From an optimization exercise on the open Yosys and OpenROAD flow, aimed at small area, a short achievable clock period and few clock cycles; shortcuts taken in it are not production practice.
No functional check of the RTL was part of any run shown here.
No activity file was given, so power comes from the tool's default toggle rates.

==> flow/design.v <==
`timescale 1ns/100ps
module exec_unit
(
	input  logic [16-1:0] a,
	input  logic [16-1:0] b,
	input  logic [16-1:0] imm,
	input  logic                   sub,
	input  logic                   bimm,
	input  logic                   arith,
	input  logic                   gsel,
	input  logic                   psel,
	output logic [16-1:0] result
);
	localparam int DW = 16;
	logic [DW-1:0] opb;
	logic [DW-1:0] sum;
	logic [DW:0]   sum_c;
	assign opb = bimm ? imm : (b ^ {DW{sub}});
	assign sum_c = {a, 1'b1} + {opb, sub};
	assign sum   = sum_c[DW:1];
	assign result = ({DW{arith}} & sum)
	              | ({DW{gsel}}  & (a & b))
	              | ({DW{psel}}  & (a ^ b));
endmodule
`timescale 1ns/100ps
module ooo_core
(
	input  logic                   clk,
	input  logic                   rst_n,
	input  logic                   issue,
	input  logic [3:0]             op,
	input  logic [$clog2(8)-1:0]  rs1,
	input  logic [$clog2(8)-1:0]  rs2,
	input  logic [$clog2(8)-1:0]  rd,
	input  logic [16-1:0] imm,
	output logic                   dispatch_stall,
	output logic                   commit_valid,
	output logic [$clog2(8)-1:0]  commit_rd,
	output logic [16-1:0] commit_data
);
	localparam int NR = 8;
	localparam int RW = $clog2(8);
	localparam int DW = 16;
	logic [DW-1:0]          regs [NR];
	logic [NR-1:0]          written;
	logic                   ex_valid;
	logic [RW-1:0]          ex_rd;
	logic [NR-1:0]          ex_sel1;    
	logic [RW-1:0]          ex_rst1;    
	logic [DW-1:0]          ex_b;       
	logic                   ex_sub;     
	logic                   ex_bimm;    
	logic                   ex_arith;   
	logic                   ex_gsel;    
	logic                   ex_psel;    
	logic [NR-1:0]          we;         
	logic [NR-1:0]          wr_next;    
	logic                   use_rs1;
	logic                   use_imm;
	logic [NR-1:0]          hit1;
	logic [NR-1:0]          hit2;
	logic [RW-1:0]          rst1;
	logic [RW-1:0]          rst2;
	logic [DW-1:0]          src_a;
	logic [DW-1:0]          src_b;
	logic [DW-1:0]          ex_result;
	assign dispatch_stall = 1'b0;
	always_comb
	begin
		for (int k = 0; k < NR; k++)
			we[k] = ex_valid & (ex_rd == RW'(k));
		wr_next = written | we;
		use_rs1 = (op == 4'd0) | (op == 4'd1) | (op == 4'd2)
		        | (op == 4'd3) | (op == 4'd4) | (op == 4'd5);
		use_imm = (op == 4'd5) | (op == 4'd6);
		rst1 = '0;
		rst2 = '0;
		for (int k = 0; k < NR; k++)
		begin
			hit1[k] = (rs1 == RW'(k)) & use_rs1;
			hit2[k] = (rs2 == RW'(k));
			if (hit1[k] & ~wr_next[k])
				rst1 = rst1 | RW'(k);
			if (hit2[k] & ~wr_next[k])
				rst2 = rst2 | RW'(k);
		end
	end
	always_ff @(posedge clk)
	begin
		ex_valid <= rst_n & issue;
		ex_rd    <= rd;
		ex_sel1  <= hit1 & wr_next;
		ex_rst1  <= rst1;
		ex_b     <= use_imm ? imm : {{(DW-NR-RW){1'b0}}, rst2, hit2 & wr_next};
		ex_sub   <= (op == 4'd1);
		ex_bimm  <= use_imm;
		ex_arith <= (op == 4'd0) | (op == 4'd1) | (op == 4'd5) | (op == 4'd6);
		ex_gsel  <= (op == 4'd2) | (op == 4'd3);
		ex_psel  <= (op == 4'd4) | (op == 4'd3);
	end
	always_comb
	begin
		src_a = DW'(ex_rst1);
		src_b = DW'(ex_b[NR +: RW]);
		for (int k = 0; k < NR; k++)
		begin
			src_a = src_a | ({DW{ex_sel1[k]}} & regs[k]);
			src_b = src_b | ({DW{ex_b[k]}} & regs[k]);
		end
	end
	exec_unit u_exec
	(
		.a      (src_a),
		.b      (src_b),
		.imm    (ex_b),
		.sub    (ex_sub),
		.bimm   (ex_bimm),
		.arith  (ex_arith),
		.gsel   (ex_gsel),
		.psel   (ex_psel),
		.result (ex_result)
	);
	always_ff @(posedge clk)
	begin
		if (!rst_n)
			written <= '0;
		else
			written <= wr_next;
	end
	always_ff @(posedge clk)
	begin
		for (int k = 0; k < NR; k++)
		begin
			if (we[k])
				regs[k] <= ex_result;
		end
	end
	always_ff @(posedge clk)
	begin
		commit_valid <= rst_n & ex_valid;
		commit_rd    <= ex_rd;
		commit_data  <= ex_result;
	end
endmodule
==> flow/flow/run.sh <==
#!/bin/bash
# The standard layout (standard.sh runs the standard flow's own ORFS make), with the
# resizer asked to repair setup timing to a margin beyond the clock period,
# so that it sizes the critical paths, and the ports buffered with a small
# buffer that the resizer upsizes where timing needs it.
set -euo pipefail
bash standard.sh SETUP_SLACK_MARGIN=10.2  finish > orfs_make.log 2>&1
==> flow/standard.sh <==
#!/bin/bash
# synth_recipe.tcl (not shown) runs the flow's synth.tcl, then flattens the netlist and writes it again
# the make line also repeats each setting of config.mk as NAME=value (left out here)
make -C /OpenROAD-flow-scripts/flow DESIGN_CONFIG=/design/flow/config.mk WORK_HOME=/design/flow/orfs CLKGATE_MAP_FILE= SYNTH_SCRIPT=/design/flow/synth_recipe.tcl "${@:-finish}"
==> flow/config.mk <==
export PLATFORM = sky130hd
export DESIGN_NAME = ooo_core
export DESIGN_NICKNAME = ooo_core
export VERILOG_FILES = /design/flow/design.v
export SDC_FILE = /design/flow/constraint.sdc
export NUM_CORES = 4
export LEC_CHECK = 0
export CAP_MARGIN = 20
export CORE_MARGIN = 2
export CORE_UTILIZATION = 40
export PLACE_DENSITY = 0.6
export SLEW_MARGIN = 20
==> flow/constraint.sdc <==
create_clock -name core_clock -period 14.0 [get_ports {clk}]
set_input_delay 2.8000 -clock core_clock [delete_from_list [all_inputs] [get_ports {clk}]]
set_output_delay 2.8000 -clock core_clock [all_outputs]
set_load 0.01 [all_outputs]
==> flow_metrics.tcl, run 1 <==
set metrics [dict create \
    critPathMaxFanout 1 \
    drtIter0Drc 807 \
    p_switching_mw 0.3159 \
    firstDrtPassIters 6 \
    grt_use_total_pct 23.51 \
    finalMaxSlewViolations 0 \
    rows 53 \
    syn-num-nets 790 \
    grt_max_degree 35 \
    multi_input_area_mm2 0.003522 \
    synth-seq-cells 192 \
    cts_buffers 17 \
    design.core.area_mm2 0.02115 \
    cp_data_required_time_ns 11.20 \
    fillers 1841 \
    holdCritPathClass "flop to flop" \
    worstSetupStartpoint "commit_data[15]$_DFF_P_" \
    tightestPinTransition_ns 1.081 \
    setup_tns_ns 0 \
    syn_to_final_growth_pct 17.92 \
    slowest_stage "dfxtp_1" \
    clock_skew_ns 0.01211 \
    clkSlewWorstSetupHoldPaths_ns 0.07 \
    r2r_start "ex_b[2]$_DFF_P_" \
    post_synth.cell_area_avg_um2 11.98 \
    cts.sinks 192 \
    die_area_mm2 0.02293 \
    path_buf_inv 1 \
    path_cells "clkdlybuf4s15_1" \
    globalplace.congestion 0.8561 \
    start_util_pct 41.10 \
    endpoint_kind "output port" \
    grt_first_pass_wirelength_mm 39.14 \
    min_period_over_period_pct 26.90 \
    setup_viol 0 \
    cts_buffer_depth 2 \
    max_cap_violations 0 \
    fin_area_mm2 0.01025 \
    slowest_delay_ns 0.31 \
    seq_power_share_pct 51.2 \
    rsz0062_at_grt "no" \
    post-dp-hpwl_mm 15.25 \
    worstSetupStartpointType "flop" \
    synth_cell_type_count 61 \
    wl_mm 25.99 \
    die_h_um 151.4 \
    routedWlPerCell_um 24.66 \
    power.density_mw_per_mm2 123.0 \
    n_antenna_cell 0 \
    cts_hold_buf 0 \
    p_sw_share_pct 25.05 \
    ys.flop_type "edfxtp_1" \
    synth_edf_count 128 \
    antenna_found_initial 0 \
    syn_area_mm2 0.008695 \
    status "complete, no violations" \
    arrival_ns 0.97 \
    clock.fmax_ghz 0.2656 \
    cts_root_buffer "clkbuf_16" \
    post_drt_via_cell_ratio 6.451 \
    dpl_cell_area_mm2 0.009457 \
    gr-total-overflow 0 \
    mostFrequentLayoutCells "128 x edfxtp_1, 115 x a22oi_1, 53 x dfxtp_1, 39 x nand2_1, 31 x ha_1" \
    maxSlewHeadroom_pct 27.81 \
    seq_area_mm2 0.005149 \
    syn_inst 726 \
    yosysWarnings 2 \
    synth-async-reset-ratio_pct 0 \
    grt_pass1_vias 6734 \
    ir_drop_uv 78.50 \
    cts_tree "yes" \
    io_pins 53 \
    final_common_cell "edfxtp_1" \
    power_frac_comb_pct 10.7 \
    die_w_um 151.4 \
    h-tree-depth 4 \
    clkPwrFrac_pct 38.1 \
    postRouteAntennaNets 0 \
    numPortBuffers 51 \
    drive_gt1_share_pct 14.76 \
    clk-insertion-delay-late_ns 0.44 \
    worst_hold_startpoint "ex_rd[1]$_DFF_P_" \
    critical_path_class "flop to output port" \
    drc 0 \
    nNetsFinal 830 \
    internal_power_mw 0.9453 \
    p_leak_nw 3.607 \
    hold_viol 0 \
    cp_top_family "flip-flops" \
    ys_seq_area_share_pct 58.94 \
    min_period_ns 3.766 \
    vias 6799 \
]
## through the flow
step | hold WS (ns) | cells | worst slack, ns | power (mW) | utilization [%]
after floorplan | 0.3637 | 726 | 10.20 | 0.7327 | -
after global placement | 0.3754 | 1012 | 9.200 | 0.7812 | 44.70
after detailed placement | 0.3852 | 1012 | 9.093 | 0.7852 | 44.70
after CTS | 0.3950 | 1052 | 10.20 | 1.267 | 48.36
after global routing | 0.4146 | 1054 | 10.18 | 1.307 | 48.47
final | 0.3921 | 1054 | 10.23 | 1.261 | 48.47
## worst register-to-register path: cells and delay by family (launching register included)
family                     cells  cell delay (ns)
AOI/OAI and AO/OA              6             1.28
xor gates and xnor gates       2             0.39
adders and majority gates      1             0.28
buffers and inverters          1             0.18
DFF                            1             0.31
and+or+nand+nor                4             0.95
## flip-flops by register name (all words and copies together) (netlist names)
signal        cells
ex_psel           1
written           8
commit_rd         3
ex_sub            1
commit_valid      1
ex_rd             3
ex_valid          1
commit_data      16
ex_bimm           1
ex_sel1           8
regs            128
ex_gsel           1
ex_arith          1
ex_b             16
ex_rst1           3
## synth_stat cells (3+ instances only)
| cell | n | area, um^2 |
|---|---|---|
| ha_1 | 31 | 387.9 |
| a222oi_1 | 10 | 100.1 |
| nand3b_1 | 3 | 22.52 |
| or3_1 | 7 | 43.79 |
| nand3_1 | 15 | 75.07 |
| nand2b_1 | 8 | 50.05 |
| xor2_1 | 5 | 43.79 |
| a22o_1 | 7 | 61.31 |
| nor4_1 | 3 | 18.77 |
| and2_1 | 10 | 62.56 |
| nor3b_1 | 7 | 52.55 |
| o211ai_1 | 3 | 22.52 |
| o21ai_1 | 27 | 135.1 |
| a211oi_1 | 3 | 22.52 |
| clkbuf_1 | 48 | 180.2 |
| xnor2_1 | 22 | 192.7 |
| a21o_1 | 7 | 52.55 |
| edfxtp_1 | 128 | 3844 |
| nor2b_1 | 8 | 50.05 |
| nor2_1 | 24 | 90.09 |
| a21oi_1 | 23 | 115.1 |
| nand4_1 | 29 | 181.4 |
| inv_1 | 14 | 52.55 |
| o31ai_1 | 3 | 22.52 |
| nor4b_1 | 3 | 26.28 |
| a32o_1 | 3 | 30.03 |
| o21ai_0 | 3 | 15.01 |
| dfxtp_1 | 64 | 1281 |
| a221oi_1 | 6 | 52.55 |
| nor3_1 | 11 | 55.05 |
| a22oi_1 | 115 | 863.3 |
| nand2_1 | 39 | 146.4 |
| o41ai_1 | 3 | 26.28 |
## path summary, 6_finish.rpt
| path | depth (start not counted) | endpoint | slack [ns] |
|---|---|---|---|
| worst max-delay path | 1 | commit_data[15] | 10.23 |
| worst min register to register | 0 | commit_rd[1]$_DFF_P_ | 0.39 |
| worst max register to register | 14 | regs[0][12]$_DFFE_PP_ | 10.33 |
| worst min-delay path | 0 | commit_rd[1]$_DFF_P_ | 0.39 |
## cell families (layout without fill, tap and decap cells)
kind of cell | Yosys count | count (layout) | share of synthesized area, %
compound gates | 228 | 229 | 19.01
xor+xnor | 27 | 27 | 2.720
fa+ha+maj | 32 | 32 | 4.691
buf+inv | 65 | 115 | 2.936
flops | 192 | 192 | 58.94
mux | 5 | 5 | 0.7483
other cells | 1 | 1 | 0.04313
simple gates | 176 | 178 | 10.91
## power groups by stage
stage | logic (mW) | registers (mW) | clock network [mW]
finish | 0.135 | 0.646 | 0.481
global route | 0.149 | 0.647 | 0.511
CTS | 0.133 | 0.645 | 0.489
detailed placement | 0.128 | 0.658 | 0
global placement | 0.124 | 0.657 | 0
floorplan | 0.0840 | 0.649 | 0
## routing by layer
layer / track usage, % / vias to the layer above / share of wire, %
met1: 30.49 / 3377 / 40
met2: 36.52 / 383 / 46
met3: 5.301 / 87 / 9.5
li1: - / 2952 / -
met4: 12.94 / 0 / 4.2
met5: 0 / - / 0
## repair_timing
action                                  in CTS  in global routing
cloned                                       2                  1
endpoints found under the setup margin     147                108
gates resized for setup                     79                 36
pin swaps                                    3                  9
buffers inserted                             6                  1
## final cells by class
class                           count  share of cell area [%]
Clock inverter                     14                   1.416
Multi-Input combinational cell    472                   34.35
Tap cell                          275                   3.356
Sequential cell                   192                   50.22
Inverter                           15                  0.5492
Clock buffer                       18                   4.393
Timing Repair Buffer               68                   5.712
==> inputs of run 2 (changes only) <==
--- a/flow/flow/run.sh
+++ b/flow/flow/run.sh
@@ -5,3 +5,3 @@
 # buffer that the resizer upsizes where timing needs it.
 set -euo pipefail
-bash standard.sh SETUP_SLACK_MARGIN=10.2  finish > orfs_make.log 2>&1
+bash standard.sh SETUP_SLACK_MARGIN=10.5 'BUFFER_PORTS_ARGS=-buffer_cell sky130_fd_sc_hd__buf_1' finish > orfs_make.log 2>&1
==> run 2 against run 1 <==
Utilization up 0.63 points; wire length up 1.0%; synthesized area unchanged; setup slack better by 0.091 ns; via count up 0.44%; non-clock buffer count up 14; clock power up 1%; synthesized cell count unchanged; clock skew up 0.0020 ns; sequential power about the same; largest power group unchanged.
==> flow_metrics.tcl, run 2 <==
set metrics [dict create \
    status "complete, no violations" \
    syn-num-nets 790 \
    synthTopCellsByArea "edfxtp_1 44%, dfxtp_1 15%, a22oi_1 9.9%" \
    io_pins 53 \
    h-tree-depth 4 \
    arrival_ns 0.87 \
    wl_mm 26.25 \
    cts_buffers 17 \
    internal_power_mw 0.9592 \
    reg_top3 "regs: 128 flops, commit_data: 16 flops, ex_b: 16 flops" \
    synth_edf_count 128 \
    largest-register "regs" \
    maxSlewHeadroom_pct 27.18 \
    rsz0062_at_grt "yes" \
    placed_cells 1012 \
    cts_buffer_depth 2 \
    vias 6829 \
    routedWlPerCell_um 24.56 \
    power.density_mw_per_mm2 122.8 \
    synth_top_cell_by_area "edfxtp_1" \
    holdPathStages 0 \
    cts_root_buffer "clkbuf_16" \
    clock.fmax_ghz 0.2721 \
    seq_power_share_pct 50.6 \
    endpoint_kind "output port" \
    clkPwrFrac_pct 38.1 \
    final_cells 1069 \
    setup_tns_ns 0 \
    postRouteAntennaNets 0 \
    power_frac_comb_pct 11.3 \
    grt_max_degree 35 \
    globalplace.congestion 0.8517 \
    ff2ff_path_depth 11 \
    cp_data_required_time_ns 11.20 \
    p_switching_mw 0.3165 \
    worstSetupStartpointType "flop" \
    cts.sinks 192 \
    syn_to_final_growth_pct 19.46 \
    die_h_um 151.4 \
    grt_use_total_pct 23.75 \
    syn_area_mm2 0.008695 \
    min_period_ns 3.675 \
    fillers 1838 \
    max_cap_violations 0 \
    synth-async-reset-ratio_pct 0 \
    post-synth-top-count-cell "edfxtp_1" \
    critPathMaxFanout 1 \
    path_cells "buf_2" \
    slowest_delay_ns 0.31 \
    synth_cell_type_count 61 \
    firstDrtPassIters 6 \
    drc 0 \
    cts_tree "yes" \
    die_area_mm2 0.02293 \
    clkSlewWorstSetupHoldPaths_ns 0.07 \
    post_synth.cell_area_avg_um2 11.98 \
    n_antenna_cell 0 \
    largest_reg_flops 128 \
    p_sw_share_pct 24.81 \
    clock_skew_ns 0.01408 \
    grt_first_pass_wirelength_mm 39.78 \
    hold_viol 0 \
    holdCritPathClass "flop to flop" \
    rows 53 \
    finalMaxSlewViolations 0 \
    design.core.area_mm2 0.02115 \
    die_w_um 151.4 \
    tightestPinTransition_ns 1.092 \
    post-dp-hpwl_mm 15.08 \
    ys_seq_area_share_pct 58.94 \
    min_period_over_period_pct 26.25 \
    setup_viol 0 \
    nNetsFinal 845 \
    synth-seq-cells 192 \
    synth_top_area_share_pct 44.21 \
    numPortBuffers 51 \
    grt_pass1_vias 6918 \
    final_common_cell "edfxtp_1" \
    ir_drop_uv 77.63 \
    syn_inst 726 \
    mostFrequentLayoutCells "128 x edfxtp_1, 115 x a22oi_1, 40 x dfxtp_1, 39 x nand2_1, 31 x ha_1" \
    path_depth 1 \
    gr-total-overflow 0 \
    drive_gt1_share_pct 20.03 \
    cp_top_family "flip-flops" \
    drtIter0Drc 984 \
    antenna_found_initial 0 \
    ys.flop_type "edfxtp_1" \
    critical_path_class "flop to output port" \
    whs_ns 0.3865 \
    slowest_stage "dfxtp_1" \
    path_buf_inv 1 \
    start_util_pct 41.10 \
    clk-insertion-delay-late_ns 0.44 \
    p_leak_nw 3.714 \
    synthTopCellsByCount "128 x edfxtp_1, 115 x a22oi_1, 64 x dfxtp_1" \
    post_drt_via_cell_ratio 6.388 \
    yosysWarnings 2 \
]
## run 2: kinds of logic (layout without fill, tap and decap cells)
| family | Yosys count | after routing | synth area share (%) |
|---|---|---|---|
| AOI/OAI and AO/OA | 228 | 230 | 19.01 |
| xor gates and xnor gates | 27 | 27 | 2.720 |
| adders and majority gates | 32 | 32 | 4.691 |
| buffers and inverters | 65 | 130 | 2.936 |
| DFF | 192 | 192 | 58.94 |
| muxes | 5 | 5 | 0.7483 |
| other | 1 | 1 | 0.04313 |
| and+or+nand+nor | 176 | 177 | 10.91 |
## run 2: path summary, 6_finish.rpt
check | from | to | slack [ns]
hold / removal | ex_rd[1]$_DFF_P_ | commit_rd[1]$_DFF_P_ | 0.39
setup / recovery | commit_data[2]$_DFF_P_ | commit_data[2] | 10.33
setup reg to reg | ex_b[3]$_DFF_P_ | regs[1][12]$_DFFE_PP_ | 10.44
hold reg to reg | ex_rd[1]$_DFF_P_ | commit_rd[1]$_DFF_P_ | 0.39
## run 2: through the flow
step	power [mW]	area [um^2]	utilization (%)	worst slack, ns
after detailed placement	0.7726	9169	43.34	9.454
final	1.276	10390	49.10	10.33
after CTS	1.271	10240	48.41	10.31
after global placement	0.7689	9169	43.34	9.616
after global routing	1.319	10390	49.10	10.23
after floorplan	0.7358	8805	-	10.31
## run 2: final cells by class
class | count | area (um^2) | share of cell area [%]
flip-flops and latches | 192 | 5165 | 49.73
multi-input cells | 472 | 3610 | 34.75
repair buffers | 82 | 601.8 | 5.794
clock buffers | 24 | 535.5 | 5.156
well taps | 275 | 344.1 | 3.313
inverters | 15 | 63.81 | 0.6144
clock inverters | 8 | 58.81 | 0.5662
repair inverters | 1 | 7.507 | 0.07228
## run 2: repair_timing
item                                    CTS  global route
hold endpoints to repair                  0             0
gates resized for setup                  89            25
hold buffers                              0             0
buffers inserted                         17             4
gates cloned                              3             1
pin swaps                                24            14
endpoints found under the setup margin  157           149
## run 2: layer usage
| layer | track usage, % | vias up | part of all wire [%] |
|---|---|---|---|
| met5 | 0 | - | 0 |
| met4 | 11.40 | 0 | 3.5 |
| li1 | - | 2978 | - |
| met2 | 37.92 | 430 | 47 |
| met3 | 4.578 | 72 | 9.0 |
| met1 | 31.12 | 3349 | 41 |
## run 2: power groups by stage
stage | Sequential [mW] | Clock (mW) | Combinational [mW]
6_report | 0.646 | 0.486 | 0.144
3_5_place_dp | 0.657 | 0 | 0.115
3_3_place_gp | 0.657 | 0 | 0.112
2_1_floorplan | 0.649 | 0 | 0.0871
5_1_grt | 0.647 | 0.515 | 0.158
4_1_cts | 0.644 | 0.491 | 0.136
==> inputs of run 3 (changes only) <==
--- a/flow/flow/run.sh
+++ b/flow/flow/run.sh
@@ -5,3 +5,3 @@
 # buffer that the resizer upsizes where timing needs it.
 set -euo pipefail
-bash standard.sh SETUP_SLACK_MARGIN=10.5 'BUFFER_PORTS_ARGS=-buffer_cell sky130_fd_sc_hd__buf_1' finish > orfs_make.log 2>&1
+bash standard.sh SETUP_SLACK_MARGIN=10.2 'BUFFER_PORTS_ARGS=-buffer_cell sky130_fd_sc_hd__buf_1' 'CTS_ARGS=-sink_clustering_enable -repair_clock_nets -dont_use_dummy_load -sink_clustering_size 40 -sink_clustering_max_diameter 100' finish > orfs_make.log 2>&1
==> run 3 against run 2 <==
Non-clock buffer count decreased by 11; combinational power decreased by 13%; setup slack got worse by 0.060 ns; final cell count decreased by 2.5%; wire length decreased by 3.9%; register-to-register slack got worse by 0.17 ns; worst hold slack improved by 0.0076 ns; power decreased by 9.0%; sequential share of layout area increased by 2.8 points; global-route usage decreased by 1.6 points; synthesized cell count unchanged; fmax decreased by 1.6%; largest cell class unchanged.
==> flow_metrics.tcl, run 3 <==
set metrics [dict create \
    tightestPinTransition_ns 1.053 \
    dpl_cell_area_mm2 0.009160 \
    cp_data_required_time_ns 14.17 \
    p_leak_nw 3.369 \
    drive_gt1_share_pct 10.17 \
    cts.sinks 192 \
    seq_area_mm2 0.005145 \
    critPathMaxFanout 16 \
    setup_viol 0 \
    synth_cell_type_count 61 \
    setup_tns_ns 0 \
    clkSlewWorstSetupHoldPaths_ns 0.08 \
    wl_mm 25.24 \
    cts_hold_buf 0 \
    vias 6722 \
    syn_area_mm2 0.008695 \
    synth_top_area_share_pct 44.21 \
    yosys.area_share.adder_pct 4.691 \
    reg_top3 "regs: 128 flops, commit_data: 16 flops, ex_b: 16 flops" \
    multi_input_area_mm2 0.003472 \
    max_cap_violations 0 \
    syn-num-nets 790 \
    postRouteAntennaNets 0 \
    finalPower_mw 1.160 \
    io_pins 53 \
    gr-total-overflow 0 \
    design.core.area_mm2 0.02115 \
    post-dp-hpwl_mm 14.96 \
    synth_top_family_by_area "compound AO/OA/AOI/OAI gates" \
    grt_first_pass_wirelength_mm 37.41 \
    grt_max_degree 35 \
    place_ws_ns 9.817 \
    finalMaxSlewViolations 0 \
    utilization_pct 46.34 \
    synth-xor-area-share_pct 2.720 \
    synthTopCellsByCount "128 x edfxtp_1, 115 x a22oi_1, 64 x dfxtp_1" \
    start_util_pct 41.10 \
    synthSimpleGateAreaFrac_pct 10.91 \
    synthMuxAreaShare_pct 0.7483 \
    synthTopCellsByArea "edfxtp_1 44%, dfxtp_1 15%, a22oi_1 9.9%" \
    min_period_over_period_pct 26.68 \
    nNetsFinal 833 \
    grt_pass1_vias 6651 \
    min_period_ns 3.735 \
    cts_buffers 17 \
    synth-async-reset-ratio_pct 0 \
    cts_root_buffer "clkbuf_16" \
    status "complete, no violations" \
    largest_reg_flops 128 \
    rsz0062_at_grt "no" \
    synth_top_cell_by_area "edfxtp_1" \
    cts_tree "yes" \
    fillers 1830 \
    numPortBuffers 51 \
    antenna_found_initial 0 \
    fin_area_mm2 0.009802 \
    cts_buffer_depth 2 \
    drc 0 \
    final_common_cell "edfxtp_1" \
    firstDrtPassIters 8 \
    ff2ff_setup_slack_ns 10.27 \
    globalplace.congestion 0.8566 \
    clock_skew_ns 0.02631 \
    grt_use_total_pct 22.13 \
    die_w_um 151.4 \
    die_h_um 151.4 \
    synth_compound_area_share_pct 19.01 \
    h-tree-depth 4 \
    synth_edf_count 128 \
    syn_inst 726 \
    routedWlPerCell_um 24.22 \
    n_antenna_cell 0 \
    maxSlewHeadroom_pct 29.73 \
    ys_seq_area_share_pct 58.94 \
    largest-register "regs" \
    mostFrequentLayoutCells "128 x edfxtp_1, 115 x a22oi_1, 56 x dfxtp_1, 51 x buf_1, 39 x nand2_1" \
    syn_to_final_growth_pct 12.74 \
    drtIter0Drc 1152 \
    clk-insertion-delay-late_ns 0.44 \
    critical_path_class "flop to flop" \
    die_area_mm2 0.02293 \
    power.density_mw_per_mm2 118.4 \
    post-synth-top-count-cell "edfxtp_1" \
    rows 53 \
    ys.flop_type "edfxtp_1" \
    worstSetupStartpointType "flop" \
    endpoint_kind "flop" \
    post_synth.cell_area_avg_um2 11.98 \
    arrival_ns 3.91 \
    synth-seq-cells 192 \
    holdCritPathClass "flop to flop" \
    hold_viol 0 \
    ir_drop_uv 70.56 \
    clock.fmax_ghz 0.2678 \
    post_drt_via_cell_ratio 6.451 \
    setup_ws_ns 10.27 \
    yosysWarnings 2 \
]
## run 3: worst paths after layout
check	start	to	cells after the start
setup / recovery	ex_sel1[3]$_DFF_P_	regs[1][10]$_DFFE_PP_	10
setup reg to reg	ex_sel1[3]$_DFF_P_	regs[1][10]$_DFFE_PP_	10
hold / removal	ex_rd[1]$_DFF_P_	commit_rd[1]$_DFF_P_	0
hold reg to reg	ex_rd[1]$_DFF_P_	commit_rd[1]$_DFF_P_	0
## run 3: per-stage QoR
step | hold WS, ns | std cells
after CTS | 0.3945 | 1032
after detailed placement | 0.3833 | 1015
after global routing | 0.4095 | 1042
after global placement | 0.3761 | 1015
after floorplan | 0.3637 | 726
final | 0.3941 | 1042
## run 3: routing by layer
metal  track usage, %  up-vias  wire [um]
met5                0        -          0
met4            10.61        0       1136
met3            5.663      108       2761
met2            33.53      482      11230
met1            29.67     3196      10120
li1                 -     2936          -
## run 3: cell families after synthesis
logic type | count (synthesis)
DFF | 192
and+or+nand+nor | 176
muxes | 5
xor gates and xnor gates | 27
adders and majority gates | 32
other | 1
AOI/OAI and AO/OA | 228
buffers and inverters | 65
## run 3: timing repair
item / in CTS / in global routing
setup endpoints to repair: 88 / 93
buffers inserted: 0 / 6
pin swaps: 0 / 13
cloned: 0 / 4
resized for setup: 11 / 27
## run 3: area by class of cell
| class | instances | share of cell area (%) |
|---|---|---|
| sequential | 192 | 52.49 |
| multi-input combinational | 472 | 35.42 |
| inverter | 15 | 0.5744 |
| tap | 275 | 3.510 |
| timing repair buffer | 71 | 3.664 |
| clock buffer | 17 | 4.340 |
## run 3: worst max-delay path: stages (launching register included)
cell	delay [ns]
dfxtp_1	1.01
a22oi_1	0.22
nand4_1	0.20
ha_1	0.28
and2_1	0.19
or3_1	0.31
or4b_4	0.56
a21oi_4	0.20
xor2_1	0.21
o21ai_2	0.11
buf_2	0.17
## run 3: report_power, final
| part | switching, mW | total, mW | leakage [nW] | internal, mW |
|---|---|---|---|---|
| clock network | 0.180 | 0.391 | 0.209 | 0.211 |
| logic | 0.0783 | 0.125 | 1.45 | 0.0466 |
| registers | 0.0164 | 0.645 | 1.71 | 0.628 |
==> inputs of run 4 (changes only) <==
==> flow/design.v (replaced) <==
`timescale 1ns/100ps
module exec_unit
(
	input  logic [16-1:0] a,
	input  logic [16-1:0] b,
	input  logic [16-1:0] imm,
	input  logic                   sub,
	input  logic                   bimm,
	input  logic                   za,
	input  logic                   arith,
	input  logic                   gsel,
	input  logic                   psel,
	output logic [16-1:0] result
);
	localparam int DW = 16;
	logic [DW-1:0] opa;
	logic [DW-1:0] opb;
	logic [DW-1:0] sum;
	assign opa = za ? '0 : a;
	assign opb = bimm ? imm : (b ^ {DW{sub}});
	assign sum = opa + opb + DW'(sub);
	assign result = ({DW{arith}} & sum)
	              | ({DW{gsel}}  & (a & b))
	              | ({DW{psel}}  & (a ^ b));
endmodule
`timescale 1ns/100ps
module ooo_core
(
	input  logic                   clk,
	input  logic                   rst_n,
	input  logic                   issue,
	input  logic [3:0]             op,
	input  logic [$clog2(8)-1:0]  rs1,
	input  logic [$clog2(8)-1:0]  rs2,
	input  logic [$clog2(8)-1:0]  rd,
	input  logic [16-1:0] imm,
	output logic                   dispatch_stall,
	output logic                   commit_valid,
	output logic [$clog2(8)-1:0]  commit_rd,
	output logic [16-1:0] commit_data
);
	localparam int NR = 8;
	localparam int DW = 16;
	logic                   ex_valid;
	logic [$clog2(8)-1:0]  ex_rd;
	logic [NR-1:0]          ex_sel1;    
	logic [NR-1:0]          ex_sel2;    
	logic [DW-1:0]          ex_imm;
	logic                   ex_sub;     
	logic                   ex_bimm;    
	logic                   ex_za;      
	logic                   ex_arith;   
	logic                   ex_gsel;    
	logic                   ex_psel;    
	logic [DW-1:0]          regs [NR];
	logic [NR-1:0]          written;
	logic [DW-1:0]          src_a;
	logic [DW-1:0]          src_b;
	logic [DW-1:0]          ex_result;
	assign dispatch_stall = 1'b0;
	always_ff @(posedge clk)
	begin
		ex_valid <= rst_n & issue;
		ex_rd    <= rd;
		ex_imm   <= imm;
		for (int k = 0; k < NR; k++)
		begin
			ex_sel1[k] <= (rs1 == $clog2(8)'(k));
			ex_sel2[k] <= (rs2 == $clog2(8)'(k));
		end
		ex_sub   <= (op == 4'd1);
		ex_bimm  <= (op == 4'd5) | (op == 4'd6);
		ex_za    <= (op == 4'd6);
		ex_arith <= (op == 4'd0) | (op == 4'd1) | (op == 4'd5) | (op == 4'd6);
		ex_gsel  <= (op == 4'd2) | (op == 4'd3);
		ex_psel  <= (op == 4'd4) | (op == 4'd3);
	end
	always_comb
	begin
		src_a = '0;
		src_b = '0;
		for (int k = 0; k < NR; k++)
		begin
			src_a = src_a | ({DW{ex_sel1[k]}} & (written[k] ? regs[k] : DW'(k)));
			src_b = src_b | ({DW{ex_sel2[k]}} & (written[k] ? regs[k] : DW'(k)));
		end
	end
	exec_unit u_exec
	(
		.a      (src_a),
		.b      (src_b),
		.imm    (ex_imm),
		.sub    (ex_sub),
		.bimm   (ex_bimm),
		.za     (ex_za),
		.arith  (ex_arith),
		.gsel   (ex_gsel),
		.psel   (ex_psel),
		.result (ex_result)
	);
	always_ff @(posedge clk)
	begin
		for (int k = 0; k < NR; k++)
		begin
			if (!rst_n)
				written[k] <= 1'b0;
			else if (ex_valid && ex_rd == $clog2(8)'(k))
				written[k] <= 1'b1;
		end
	end
	always_ff @(posedge clk)
	begin
		for (int k = 0; k < NR; k++)
		begin
			if (ex_valid && ex_rd == $clog2(8)'(k))
				regs[k] <= ex_result;
		end
	end
	always_ff @(posedge clk)
	begin
		commit_valid <= rst_n & ex_valid;
		commit_rd    <= ex_rd;
		commit_data  <= ex_result;
	end
endmodule
==> flow/run.sh (new file) <==
#!/bin/bash
# synth_recipe.tcl (not shown) runs the flow's synth.tcl, then flattens the netlist and writes it again
# the make line also repeats each setting of config.mk as NAME=value (left out here)
make -C /OpenROAD-flow-scripts/flow DESIGN_CONFIG=/design/flow/config.mk WORK_HOME=/design/flow/orfs CLKGATE_MAP_FILE= SYNTH_SCRIPT=/design/flow/synth_recipe.tcl finish
removed: flow/flow/run.sh
removed: flow/standard.sh
==> run 4 against run 3 <==
Utilization grew 1.3 points; still clean; register-to-register slack lost 0.91 ns; final cell count shrank 1.2%; critical endpoint is now regs[3][14]$_DFFE_PP_; sequential cell count grew 6; setup slack lost 0.91 ns; highest routed layer unchanged; count of clock-buffer cells in the layout grew 1.
==> flow_metrics.tcl, run 4 <==
set metrics [dict create \
    status "complete, no violations" \
    synth-async-reset-ratio_pct 0 \
    cts_tree "yes" \
    start_util_pct 40.94 \
    fin_area_mm2 0.01009 \
    p_leak_nw 3.569 \
    ir_drop_uv 71.15 \
    die_h_um 151.1 \
    dpl_cell_area_mm2 0.009428 \
    drtIter0Drc 897 \
    placed_cells 997 \
    drc 0 \
    synth_top_area_share_pct 44.38 \
    gr-total-overflow 0 \
    clock_skew_ns 0.01257 \
    power.density_mw_per_mm2 124.6 \
    final_common_cell "edfxtp_1" \
    holdCritPathClass "flop to flop" \
    top_layer "met4" \
    postCtsResizedCells 0 \
    postRouteAntennaNets 0 \
    seq_power_share_pct 51.6 \
    firstDrtPassIters 5 \
    max_cap_violations 0 \
    synth_top_cell_by_area "edfxtp_1" \
    largest-register "regs" \
    die_area_mm2 0.02284 \
    grt_max_degree 35 \
    power_frac_comb_pct 6.5 \
    nNetsFinal 805 \
    syn_area_mm2 0.008661 \
    drive_gt1_share_pct 6.499 \
    syn_inst 702 \
    clkSlewWorstSetupHoldPaths_ns 0.08 \
    cts_hold_buf 0 \
    globalplace.congestion 0.9938 \
    wl_met2_mm 11.23 \
    rows 53 \
    dr_wl_met3_mm 2.228 \
    rsz0062_at_grt "no" \
    synth_edf_count 128 \
    syn_to_final_growth_pct 16.47 \
    p_sw_share_pct 23.71 \
    synth-seq-cells 198 \
    post-synth-top-count-cell "edfxtp_1" \
    finalPower_mw 1.257 \
    min_period_over_period_pct 33.17 \
    min_period_ns 4.643 \
    cts.sinks 198 \
    routedWlPerCell_um 24.02 \
    ff2ff_path_depth 13 \
    maxSlewHeadroom_pct 31.63 \
    hold_viol 0 \
    grt_use_total_pct 22.11 \
    mostFrequentLayoutCells "128 x edfxtp_1, 116 x a22oi_1, 70 x dfxtp_1, 51 x clkdlybuf4s50_1, 30 x ha_1" \
    die_w_um 151.1 \
    design.core.area_mm2 0.02115 \
    synthTopCellsByCount "128 x edfxtp_1, 116 x a22oi_1, 70 x dfxtp_1" \
    post_synth.cell_area_avg_um2 12.34 \
    cts_buffer_depth 2 \
    finalMaxSlewViolations 0 \
    setup_viol 0 \
    reg_top3 "regs: 128 flops, commit_data: 16 flops, ex_imm: 16 flops" \
    antenna_found_initial 0 \
    synth_cell_type_count 53 \
    cts_buffers 17 \
    h-tree-depth 4 \
    tightestPinTransition_ns 1.021 \
    internal_power_mw 0.9588 \
    yosysWarnings 2 \
    holdPathStages 0 \
    critPathMaxFanout 14 \
    io_pins 53 \
    endpoint_kind "flop" \
    post-dp-hpwl_mm 16.00 \
    worstSetupStartpointType "flop" \
    largest_reg_flops 128 \
    arrival_ns 4.79 \
    syn-num-nets 766 \
    clock.fmax_ghz 0.2154 \
    post_drt_via_cell_ratio 6.216 \
    clk-insertion-delay-late_ns 0.44 \
    cp_data_required_time_ns 14.14 \
    vias 6396 \
    synthTopCellsByArea "edfxtp_1 44%, dfxtp_1 16%, a22oi_1 10%" \
    drt-met1-wl_mm 10.80 \
    grt_pass1_vias 6489 \
    numPortBuffers 51 \
    wl_mm 24.71 \
    fillers 1833 \
    critical_path_class "flop to flop" \
    ys_seq_area_share_pct 60.56 \
    n_antenna_cell 0 \
    final_cells 1029 \
    grt_first_pass_wirelength_mm 37.37 \
    setup_tns_ns 0 \
    p_switching_mw 0.2980 \
    cts_root_buffer "clkbuf_16" \
    postCtsSetupRepairBufs 0 \
    ys.flop_type "edfxtp_1" \
    clkPwrFrac_pct 41.9 \
]
-- run 4: critical path, stage by stage, from the launching register on --
cell	delay, ns
dfxtp_1	0.43
and2_1	0.76
a221oi_1	0.25
nand3_1	0.19
nand2b_1	0.09
fa_1	0.45
fa_1	0.48
nor2b_1	0.17
o21ai_2	0.07
a21boi_1	0.34
o31ai_1	0.15
o211ai_1	0.25
mux2_1	0.35
o211ai_1	0.34
-- run 4: kinds of logic after synthesis --
logic type      Yosys count  share of synthesized area [%]
xor+xnor                 26                          2.629
flops                   198                          60.56
mux                       2                         0.2456
buf+inv                  54                          2.557
simple gates            180                          11.36
fa+ha+maj                32                          4.796
other cells               1                        0.04330
compound gates          209                          17.81
-- run 4: path summary, 6_finish.rpt --
kind / from / slack, ns / end
worst max register to register: written[6]$_SDFFE_PN0P_ / 9.36 / regs[3][14]$_DFFE_PP_
worst min-delay path: ex_rd[0]$_DFF_P_ / 0.37 / commit_rd[0]$_DFF_P_
worst max-delay path: written[6]$_SDFFE_PN0P_ / 9.36 / regs[3][14]$_DFFE_PP_
worst min register to register: ex_rd[0]$_DFF_P_ / 0.37 / commit_rd[0]$_DFF_P_
-- run 4: routing by layer --
layer  GRT usage, %  vias up
met1          31.34     3161
met3          5.000       48
li1               -     2796
met5              0        -
met4          7.430        0
met2          33.64      391
-- run 4: metrics by stage --
step,utilization [%],setup slack [ns],hold WS (ns)
2_1_floorplan,-,10.32,0.3433
3_3_place_gp,44.57,9.587,0.3557
3_5_place_dp,44.57,9.488,0.3628
4_1_cts,47.66,9.460,0.3782
5_1_grt,47.68,9.079,0.3858
6_report,47.68,9.357,0.3738
-- run 4: power by group through the flow --
stage / registers [mW] / clock network [mW] / logic [mW]
global route: 0.649 / 0.557 / 0.0904
floorplan: 0.658 / 0 / 0.0448
finish: 0.648 / 0.527 / 0.0822
detailed placement: 0.661 / 0 / 0.0810
CTS: 0.648 / 0.534 / 0.0822
global placement: 0.661 / 0 / 0.0798
-- run 4: layout make-up --
class / count / area (um^2) / share of cell area, %
Clock buffer: 18 / 450.4 / 4.465
Clock inverter: 14 / 203.9 / 2.022
Inverter: 13 / 48.80 / 0.4837
Multi-Input combinational cell: 450 / 3209 / 31.82
Sequential cell: 198 / 5245 / 52.00
Tap cell: 275 / 344.1 / 3.411
Timing Repair Buffer: 61 / 585.6 / 5.805
==> inputs of run 5 (changes only) <==
==> flow/flow/run.sh (new file) <==
#!/bin/bash
# The standard layout, with the resizer asked to repair setup timing to a
# margin beyond the clock period, so that it sizes the critical paths.
set -euo pipefail
bash standard.sh SETUP_SLACK_MARGIN=10.5 finish > orfs_make.log 2>&1
==> flow/standard.sh (new file) <==
#!/bin/bash
# synth_recipe.tcl (not shown) runs the flow's synth.tcl, then flattens the netlist and writes it again
# the make line also repeats each setting of config.mk as NAME=value (left out here)
make -C /OpenROAD-flow-scripts/flow DESIGN_CONFIG=/design/flow/config.mk WORK_HOME=/design/flow/orfs CLKGATE_MAP_FILE= SYNTH_SCRIPT=/design/flow/synth_recipe.tcl "${@:-finish}"
removed: flow/run.sh
==> run 5 against run 4 <==
Critical path depth up 10; die area stayed put; utilization rose by 3.1 points; register-to-register slack better by 0.74 ns; worst hold slack got worse by 0.0097 ns; clock power fell by 9.9%; sequential cell count unchanged; largest power group unchanged.
==> flow_metrics.tcl, run 5 <==
set metrics [dict create \
    design.core.area_mm2 0.02115 \
    synth_cell_type_count 53 \
    critical_path_class "flop to flop" \
    max_cap_violations 0 \
    io_pins 53 \
    holdCritPathClass "flop to flop" \
    min_period_ns 3.902 \
    drive_gt1_share_pct 23.63 \
    synth_edf_count 128 \
    synth-seq-cells 198 \
    fin_area_mm2 0.01073 \
    p_switching_mw 0.2966 \
    yosysWarnings 2 \
    setup_viol 0 \
    syn_to_final_growth_pct 23.94 \
    multi_input_area_mm2 0.003516 \
    start_util_pct 40.94 \
    post-synth-top-count-cell "edfxtp_1" \
    status "complete, no violations" \
    rows 53 \
    clkPwrFrac_pct 38.6 \
    die_h_um 151.1 \
    synthTopCellsByCount "128 x edfxtp_1, 116 x a22oi_1, 70 x dfxtp_1" \
    cts_root_buffer "clkbuf_16" \
    syn_inst 702 \
    cts.sinks 198 \
    vias 6646 \
    postRouteAntennaNets 0 \
    largest_reg_flops 128 \
    synth_top_area_share_pct 44.38 \
    dpl_cell_area_mm2 0.009429 \
    nNetsFinal 855 \
    maxSlewHeadroom_pct 38.68 \
    grt_pass1_vias 6501 \
    seq_area_mm2 0.005260 \
    post_drt_via_cell_ratio 6.159 \
    clk-insertion-delay-late_ns 0.44 \
    antenna_found_initial 0 \
    h-tree-depth 4 \
    synthTopCellsByArea "edfxtp_1 44%, dfxtp_1 16%, a22oi_1 10%" \
    clkSlewWorstSetupHoldPaths_ns 0.07 \
    crit_top_cell "buf_4" \
    min_period_over_period_pct 27.87 \
    drc 0 \
    mostFrequentLayoutCells "128 x edfxtp_1, 116 x a22oi_1, 58 x dfxtp_1, 48 x buf_4, 28 x clkdlybuf4s50_1" \
    globalplace.congestion 0.9764 \
    p_leak_nw 3.940 \
    cts_tree "yes" \
    clock.fmax_ghz 0.2563 \
    final_common_cell "edfxtp_1" \
    hold_viol 0 \
    gr-total-overflow 0 \
    die_area_mm2 0.02284 \
    wl_mm 26.01 \
    ys_seq_area_share_pct 60.56 \
    syn_area_mm2 0.008661 \
    largest-register "regs" \
    firstDrtPassIters 6 \
    ys.flop_type "edfxtp_1" \
    setup_tns_ns 0 \
    slowest_delay_ns 0.36 \
    clock_skew_ns 0.01175 \
    cp_top_family "buffers and inverters" \
    power_frac_comb_pct 8.5 \
    post_synth.cell_area_avg_um2 12.34 \
    cts_buffer_depth 2 \
    power.density_mw_per_mm2 114.4 \
    synth_top_cell_by_area "edfxtp_1" \
    grt_first_pass_wirelength_mm 37.70 \
    reg_top3 "regs: 128 flops, commit_data: 16 flops, ex_imm: 16 flops" \
    tightestPinTransition_ns 0.9188 \
    syn-num-nets 766 \
    rsz0062_at_grt "yes" \
    post-dp-hpwl_mm 16.25 \
    path_buf_inv 16 \
    routedWlPerCell_um 24.10 \
    finalMaxSlewViolations 0 \
    path_cells "nand2b_4 > a22o_1 > a221oi_2 > nand3_2 > buf_4 > buf_4 > buf_4 > buf_4 > buf_4 > buf_4 > buf_4 > buf_4 > buf_4 > buf_4 > buf_4 > buf_4 > buf_4 > buf_4 > buf_4 > ha_1 > nand2_1 > o211ai_1 > buf_4" \
    arrival_ns 4.08 \
    worstSetupStartpoint "regs[3][0]$_DFFE_PP_" \
    slowest_stage "edfxtp_1" \
    worstSetupStartpointType "flop" \
    synth-async-reset-ratio_pct 0 \
    seq_power_share_pct 52.8 \
    fillers 1753 \
    ir_drop_uv 74.92 \
    grt_max_degree 35 \
    cts_buffers 17 \
    internal_power_mw 0.9313 \
    worst_hold_startpoint "ex_rd[0]$_DFF_P_" \
    cp_data_required_time_ns 14.18 \
    critPathMaxFanout 9 \
    die_w_um 151.1 \
    drtIter0Drc 801 \
    r2r_start "regs[3][0]$_DFFE_PP_" \
    numPortBuffers 51 \
    grt_use_total_pct 22.60 \
    p_sw_share_pct 24.15 \
    endpoint_kind "flop" \
    n_antenna_cell 0 \
]
==> run 5: cell counts after synthesis <==
No cell type changed its count.
==> run 5: path summary, 6_finish.rpt <==
kind	end	slack (ns)	depth (start not counted)
min reg2reg	commit_rd[0]$_DFF_P_	0.36	0
max	regs[1][0]$_DFFE_PP_	10.10	23
max reg2reg	regs[1][0]$_DFFE_PP_	10.10	23
min	commit_rd[0]$_DFF_P_	0.36	0
==> run 5: layout make-up <==
| cell class | instances | area share (%) |
|---|---|---|
| Tap cell | 275 | 3.206 |
| Inverter | 13 | 0.4546 |
| Timing Repair Buffer | 109 | 9.174 |
| Timing Repair inverter | 1 | 0.06994 |
| Clock buffer | 20 | 4.266 |
| Sequential cell | 198 | 49.00 |
| Multi-Input combinational cell | 451 | 32.75 |
| Clock inverter | 12 | 1.072 |
==> run 5: kinds of logic after synthesis <==
family          Yosys count  synth area share [%]
compound gates          209                 17.81
xor+xnor                 26                 2.629
fa+ha+maj                32                 4.796
buf+inv                  54                 2.557
flops                   198                 60.56
mux                       2                0.2456
other cells               1               0.04330
simple gates            180                 11.36
==> run 5: worst reg2reg max path: stages (launching register included) <==
cell,delay (ns)
edfxtp_1,0.36
nand2b_4,0.16
a22o_1,0.25
a221oi_2,0.20
nand3_2,0.14
buf_4,0.17
buf_4,0.12
buf_4,0.12
buf_4,0.12
buf_4,0.12
buf_4,0.12
buf_4,0.12
buf_4,0.12
buf_4,0.12
buf_4,0.12
buf_4,0.12
buf_4,0.13
buf_4,0.12
buf_4,0.12
buf_4,0.12
ha_1,0.26
nand2_1,0.07
o211ai_1,0.11
buf_4,0.23
==> run 5: repair_timing <==
| item | in CTS | in global routing |
|---|---|---|
| hold buffers | 0 | 0 |
| endpoints found under the setup margin | 145 | 155 |
| hold endpoints to repair | 0 | 0 |
| gates resized for setup | 147 | 38 |
| pin swaps | 12 | 22 |
| setup buffers | 30 | 15 |
| cloned | 3 | 3 |
==> run 5: power by group through the flow <==
stage | Sequential, mW | Combinational (mW) | Clock [mW]
2_1_floorplan | 0.658 | 0.0451 | 0
3_3_place_gp | 0.661 | 0.0790 | 0
3_5_place_dp | 0.661 | 0.0811 | 0
4_1_cts | 0.648 | 0.0942 | 0.482
5_1_grt | 0.650 | 0.113 | 0.503
6_report | 0.649 | 0.105 | 0.475
==> run 5: per-layer routing <==
layer  up-vias  global-route usage [%]  part of all wire [%]
li1       2900                       -                     -
met2       453                   35.07                    45
met3        76                   7.530                    12
met5         -                       0                     0
met4         0                   7.897                   2.3
met1      3217                   29.72                    41
==> run 5: through the flow <==
step                utilization, %  std cells  total power, mW  setup slack, ns  hold slack [ns]
floorplan                        -        702           0.7026            10.50           0.3433
global placement             44.57        996           0.7398            9.333           0.3576
detailed placement           44.57        996           0.7418            9.645           0.3527
CTS                          49.23       1061            1.224            10.11           0.3682
global route                 50.74       1079            1.266            9.940           0.3747
finish                       50.74       1079            1.228            10.10           0.3641
==> inputs of run 6 (changes only) <==
==> flow/flow/run.sh (replaced) <==
#!/bin/bash
# The standard layout, with the resizer asked to repair setup timing to a
# margin beyond the clock period, so that it sizes the critical paths.
set -euo pipefail
bash standard.sh SETUP_SLACK_MARGIN=10.0 finish > orfs_make.log 2>&1
==> run 6 against run 5 <==
Highest routed layer unchanged; via count fell by 2.8%; worst hold slack improved by 0.0097 ns; largest cell class unchanged; cell area fell by 4.3%; wire length fell by 2.7%.
==> flow_metrics.tcl, run 6 <==
set metrics [dict create \
    grt_first_pass_wirelength_mm 37.53 \
    hold_end "commit_rd[0]$_DFF_P_" \
    finalMaxSlewViolations 0 \
    hold_viol 0 \
    vias 6463 \
    power.density_mw_per_mm2 122.7 \
    cts_root_buffer "clkbuf_16" \
    grt_pass1_vias 6551 \
    syn_area_mm2 0.008661 \
    largest_reg_flops 128 \
    clock_skew_ns 0.01302 \
    cts_hold_buf 0 \
    gr-total-overflow 0 \
    maxSlewHeadroom_pct 31.80 \
    clk-insertion-delay-late_ns 0.44 \
    design.core.area_mm2 0.02115 \
    antenna_found_initial 0 \
    p_leak_nw 3.737 \
    postRouteAntennaNets 0 \
    syn-num-nets 766 \
    worst_hold_startpoint "ex_rd[0]$_DFF_P_" \
    post-synth-top-count-cell "edfxtp_1" \
    cts_buffer_depth 2 \
    synth_cell_type_count 53 \
    post-dp-hpwl_mm 16.00 \
    cts_buffers 17 \
    synthTopCellsByArea "edfxtp_1 44%, dfxtp_1 16%, a22oi_1 10%" \
    syn_to_final_growth_pct 18.65 \
    post_synth.cell_area_avg_um2 12.34 \
    synthTopCellsByCount "128 x edfxtp_1, 116 x a22oi_1, 70 x dfxtp_1" \
    setup_tns_ns 0 \
    globalplace.congestion 0.9938 \
    synth-async-reset-ratio_pct 0 \
    largest-register "regs" \
    grt_max_degree 35 \
    die_w_um 151.1 \
    die_area_mm2 0.02284 \
    arrival_ns 4.07 \
    yosysWarnings 2 \
    rows 53 \
    whs_ns 0.3738 \
    cts_tree "yes" \
    cts.sinks 198 \
    ir_drop_uv 71.04 \
    die_h_um 151.1 \
    wl_mm 25.31 \
    status "complete, no violations" \
    firstDrtPassIters 5 \
    path_cells "and2_2 > a221oi_2 > nand3_1 > xnor2_1 > nor2_1 > a21oi_1 > fa_2 > fa_2 > nor2b_2 > o21ai_2 > a21boi_2 > buf_4 > o31a_1 > o211ai_1 > mux2i_2 > buf_4 > nand3_4" \
    h-tree-depth 4 \
    ys_seq_area_share_pct 60.56 \
    reg_top3 "regs: 128 flops, commit_data: 16 flops, ex_imm: 16 flops" \
    endpoint_kind "flop" \
    min_period_over_period_pct 27.98 \
    routedWlPerCell_um 24.34 \
    drtIter0Drc 847 \
    critical_path_class "flop to flop" \
    mostFrequentLayoutCells "128 x edfxtp_1, 116 x a22oi_1, 68 x dfxtp_1, 31 x clkdlybuf4s50_1, 30 x ha_1" \
    rsz0062_at_grt "no" \
    synth_edf_count 128 \
    worstSetupStartpointType "flop" \
    synth_top_cell_by_area "edfxtp_1" \
    critPathMaxFanout 15 \
    drc 0 \
    nNetsFinal 816 \
    post_drt_via_cell_ratio 6.214 \
    start_util_pct 40.94 \
    clock.fmax_ghz 0.2553 \
    grt_use_total_pct 22.22 \
    holdCritPathClass "flop to flop" \
    setup_viol 0 \
    holdPathStages 0 \
    cp_data_required_time_ns 14.16 \
    drive_gt1_share_pct 12.16 \
    syn_inst 702 \
    slowest_stage "fa_2" \
    tightestPinTransition_ns 1.022 \
    r2r_start "written[0]$_SDFFE_PN0P_" \
    min_period_ns 3.917 \
    r2r-end "regs[2][10]$_DFFE_PP_" \
    final_common_cell "edfxtp_1" \
    n_antenna_cell 0 \
    synth-seq-cells 198 \
    synth_top_area_share_pct 44.38 \
    clkSlewWorstSetupHoldPaths_ns 0.08 \
    slowest_delay_ns 0.41 \
    ff2ff_setup_slack_ns 10.08 \
    ys.flop_type "edfxtp_1" \
    max_cap_violations 0 \
    numPortBuffers 51 \
    io_pins 53 \
    ff2ff_path_depth 17 \
]
[run 6: where the power goes]
group | switching (mW) | leakage, nW | internal [mW] | total, mW
Sequential | 0.0108 | 1.79 | 0.637 | 0.648
Combinational | 0.0494 | 1.63 | 0.0368 | 0.0861
Clock | 0.241 | 0.313 | 0.286 | 0.527
Total | 0.301 | 3.74 | 0.960 | 1.26
[run 6: layout make-up]
class	count	area (um^2)
Timing Repair Buffer	70	640.6
Sequential cell	198	5248
Clock buffer	18	450.4
Inverter	13	48.80
Tap cell	275	344.1
Clock inverter	14	203.9
Fill cell	1816	10880
Multi-Input combinational cell	452	3341
[run 6: kinds of logic after synthesis]
group,share of synthesized area [%]
other,0.04330
multiplexers,0.2456
AO/OA/AOI/OAI,17.81
adder cells (fa/ha/maj),4.796
AND/OR/NAND/NOR,11.36
flip-flops,60.56
buffers and inverters,2.557
XOR/XNOR,2.629
[run 6: worst max-delay path: cells and delay by family (launching register included)]
kind | cells | cell delay, ns
muxes | 1 | 0.25
xor gates and xnor gates | 1 | 0.15
AOI/OAI and AO/OA | 6 | 0.93
and+or+nand+nor | 5 | 0.83
buffers and inverters | 2 | 0.34
DFF | 1 | 0.33
adders and majority gates | 2 | 0.79
[run 6: metrics by stage]
step           instance area (um^2)  utilization (%)  std cells  total power, mW  setup WS (ns)
2_1_floorplan                  8661                -        702           0.7023          10.32
3_3_place_gp                   9428            44.57        997           0.7408          9.587
3_5_place_dp                   9428            44.57        997           0.7421          9.488
4_1_cts                       10110            47.81       1030            1.262          10.01
5_1_grt                       10280            48.58       1040            1.301          9.927
6_report                      10280            48.58       1040            1.261          10.08
[run 6: routing by layer]
| layer | GRT usage, % | part of all wire [%] |
|---|---|---|
| met1 | 30.99 | 43 |
| met3 | 5.572 | 9.8 |
| met5 | 0 | 0 |
| met4 | 7.664 | 1.8 |
| met2 | 33.86 | 46 |
[run 6: worst max-delay path by stage]
stage | start | to | cells past startpoint
finish | written[0]$_SDFFE_PN0P_ | regs[2][10]$_DFFE_PP_ | 17
global placement | written[2]$_SDFFE_PN0P_ | regs[1][14]$_DFFE_PP_ | 15
detailed placement | written[2]$_SDFFE_PN0P_ | regs[7][8]$_DFFE_PP_ | 15
CTS | regs[3][0]$_DFFE_PP_ | regs[4][14]$_DFFE_PP_ | 17
floorplan | regs[3][0]$_DFFE_PP_ | regs[0][14]$_DFFE_PP_ | 16
global route | regs[3][0]$_DFFE_PP_ | regs[2][10]$_DFFE_PP_ | 18
[run 6: timing repair]
| action | CTS | global route |
|---|---|---|
| resized for setup | 40 | 24 |
| pin swaps | 2 | 10 |
| endpoints found under the setup margin | 98 | 88 |
| buffers inserted | 1 | 7 |
| cloned | 0 | 3 |

==> separate check: timing with driven ports <==
In the flow no input, the clock included, has a driving cell. The finished layouts below were timed again as built, in two steps.
Step 1 assumes that a clkbuf_16 drives the clock port and a buf_2 every other input.
Step 2 adds t to the input delays and takes it off the output delays; t is the mean of the earliest and latest rising clock arrival at the registers after step 1. Input paths then give back, and output paths get back, about the clock's delay inside the block.
Three values: no drivers, after step 1, after step 2; two values: the first two.
| run | shift t [ns] | slack for setup (ns) | cell pins on the clock port's net |
|---|---|---|---|
| run 1 | 0.476 | 10.234 / 10.190 / 9.845 | 1 |
| run 2 | 0.485 | 10.325 / 10.278 / 10.044 | 1 |
| run 3 | 0.467 | 10.265 / 10.234 / 9.853 | 1 |
| run 4 | 0.481 | 9.357 / 9.357 / 9.357 | 1 |
| run 5 | 0.478 | 10.098 / 10.098 / 10.089 | 1 |
| run 6 | 0.479 | 10.083 / 10.053 / 10.009 | 1 |
After both steps setup and hold are still met in every run listed. The setup slack of run 3, which loses most, moves by -0.031 ns with the drivers and by -0.412 ns with both steps.
